This is an optimization exercise on Yosys and OpenROAD, whose aim is small area, not a production implementation. Only simulation tests tie the RTL to the original design; equivalence was not proved. Power and IR drop assume default switching activity.

Setup of build 83:
// dns_relay_query_id_table_unit
module dns_relay_query_id_table_unit #(
    parameter int TABLE_DEPTH = 8
) (
    input  logic        aclk,
    input  logic        aresetn,
    input  logic        s_tvalid,
    output logic        s_tready,
    input  logic [95:0] s_tdata,
    input  logic [1:0]  s_tuser,
    output logic        m_tvalid,
    input  logic        m_tready,
    output logic [71:0] m_tdata,
    output logic [2:0]  m_tuser,
    input  logic        cfg_wr_en,
    input  logic        cfg_index,
    input  logic [15:0] cfg_wdata
);
    localparam int ENTRY_W = 64;
    logic [8*ENTRY_W-1:0] ring;
    logic [ENTRY_W-1:0]   tap;
    logic [8*32-1:0]      lanes;
    logic        busy_reg;
    logic        done_reg;
    logic        mvalid_reg;
    logic        started_reg;
    logic        scanned_reg;
    logic        win_reg;
    logic [3:0]  b_reg;
    logic [2:0]  oldest_reg;
    logic [3:0]  count_reg;
    logic [15:0] next_id_reg;
    logic [15:0] age_reg;
    logic [3:0]  limit_reg;
    logic [7:0]  lt_reg;
    logic [1:0]  cy_reg;
    logic [3:0]  ed_reg;
    logic [2:0]  od_reg;
    logic [15:0] o_id_reg;
    logic [47:0] o_ap_reg;
    logic [3:0]  o_rm_reg;
    logic [2:0]  o_st_reg;
    logic        is_add, is_find;
    logic [2:0]  ph;
    logic [2:0]  k3;
    logic        wrapped;
    logic [3:0]  k;
    logic [3:0]  e;
    logic [2:0]  target;
    logic        add_active, add_end, add_hit;
    logic        removable;
    logic        start;
    logic        lap_end;
    assign tap     = ring[ENTRY_W-1:0];
    assign is_add  = s_tuser == dnsr_pkg::CMD_ADD;
    assign is_find = s_tuser == dnsr_pkg::CMD_FIND;
  ...
==> flow/config.mk <==
export PLATFORM = sky130hd
export DESIGN_NAME = dns_relay_query_id_table_unit
export DESIGN_NICKNAME = dns_relay_query_id_table_unit
export VERILOG_FILES = /design/flow/design.v
export SDC_FILE = /design/flow/constraint.sdc
export NUM_CORES = 4
export LEC_CHECK = 0
export ABC_AREA = 0
export CAP_MARGIN = 0
export CORE_MARGIN = 2
export CORE_UTILIZATION = 40
export SLEW_MARGIN = 0
==> flow/constraint.sdc <==
create_clock -name core_clock -period 7.5 [get_ports {aclk}]
set_input_delay 1.5000 -clock core_clock [delete_from_list [all_inputs] [get_ports {aclk}]]
set_output_delay 1.5000 -clock core_clock [all_outputs]
set_load 0.01 [all_outputs]
standard.sh (not shown) runs the stock make flow with config.mk's settings and CLKGATE_MAP_FILE= SYNTH_SCRIPT=/design/flow/synth_recipe.tcl, a recipe that flattens the netlist after the stock synthesis.
==> flow/flow/run.sh <==
#!/bin/bash
# The standard layout (the standard.sh, unchanged synthesis, floorplan, power grid and
# tap cells) with two placement/CTS options changed:
#  - port buffers use the smallest buffer cell (every port still gets its buffer)
#  - clock tree: small clock buffers and no dummy loads
# make's full output goes to flow_make.log here; each ORFS step keeps its own log under orfs/logs.
set -euo pipefail
bash standard.sh \
  BUFFER_PORTS_ARGS="-buffer_cell sky130_fd_sc_hd__buf_1" \
  CTS_ARGS="-sink_clustering_enable -repair_clock_nets -dont_use_dummy_load -buf_list sky130_fd_sc_hd__clkbuf_4 -sink_clustering_size 10 -sink_clustering_max_diameter 50" \
  finish > flow_make.log 2>&1
No stage failed in build 83, and the final checks on the layout all came back clean.
What build 70 does differently from build 83 at the input level:
Settings: changing SLEW_MARGIN from 0 to 20; changing CORE_UTILIZATION from 40 to 60; changing CAP_MARGIN from 0 to 20.
Notes after the runs:
Build 70 | status: complete | timing, DRC, antenna: pass
Build 70 vs. build 83: global-route wire length before repair decreased by 4.4% relative to the old numbers; detailed-route wire length lost 2.3%; least setup slack across all paths after layout now smaller.
#### Input delta (build 32 over build 70)
Settings: swapping 60 for 40 in CORE_UTILIZATION.
==> comparison <==
Compared build 32 vs build 70, and clock buffer count is up in build 32. The largest fanout on the critical path in build 32 was higher than what build 70 gave. Compared to build 70, build 32 has register-to-register slack 140 ps higher. Looking at setup slack, build 32 sits 140 ps above build 70.
What build 36 does differently from build 32 at the input level:
--- a/flow/flow/run.sh
+++ b/flow/flow/run.sh
@@ -2,5 +2,6 @@
 # The standard layout (the standard.sh, unchanged synthesis, floorplan, power grid and
-# tap cells) with two placement/CTS options changed:
+# tap cells) with these placement/CTS/resizing options changed:
 #  - port buffers use the smallest buffer cell (every port still gets its buffer)
 #  - clock tree: small clock buffers and no dummy loads
+#  - after global routing, gates off the critical paths are downsized (RECOVER_POWER)
 # make's full output goes to flow_make.log here; each ORFS step keeps its own log under orfs/logs.
@@ -8,2 +9,3 @@
 bash standard.sh \
+  RECOVER_POWER=100 \
   BUFFER_PORTS_ARGS="-buffer_cell sky130_fd_sc_hd__buf_1" \
Notes after the runs:
What the final checks of build 36 revealed, after a flow that finished every stage, was a layout that fails on capacitance limit, slew limit. From build 32 to build 36, sink count of the clock tree did not move at all. Largest driver fanout on the critical path, build 36 vs build 32: down by more than a quarter. Status: area of all placed cells without fillers parity (build 36, build 32). | transition time at the pin with the least slew margin | higher: build 36 |. In the metrics for build 32 and build 36, the one carrying the lower maximum frequency is build 36. Build 32 -> build 36: critical path buffer and inverter count delta 0, exact match. [build 36 vs build 32] final critical path time including I/O delays and setup: higher in build 36. Final worst-path setup slack ends up lower on build 36. Going from build 32 to build 36, final total power shows no meaningful change, routed length per placed instance did not really move.

## re-timing with driven ports
No port has a modelled driver above. Below, the same layouts with a new extraction and two added sets of constraints. Step 1, drivers: a clkbuf_16 drives aclk and a buf_2 each remaining input, both assumed. Step 2 also shifts input and output timing later by t, the mid clock arrival at the registers, as if the neighbouring blocks saw the same clock. Three values: ideal ports, drivers, drivers and shift; two values: the first two.
| run | t, ns | setup slack, ns | worst hold slack (ns) | clock arrival spread, ns | worst slew at a driven data input, ns |
|---|---|---|---|---|---|
| build 83 | 0.858 | 1.665 / 1.665 / 1.665 | 0.260 / 0.260 / 0.260 | 0.140 / 0.140 | 0.07 |
| build 70 | 0.834 | 1.526 / 1.526 / 1.526 | 0.277 / 0.277 / 0.277 | 0.080 / 0.079 | 0.10 |
| build 32 | 0.858 | 1.665 / 1.665 / 1.665 | 0.260 / 0.260 / 0.260 | 0.140 / 0.140 | 0.07 |
| build 36 | 0.861 | 1.171 / 1.171 / 1.171 | 0.262 / 0.262 / 0.262 | 0.137 / 0.137 | 0.07 |
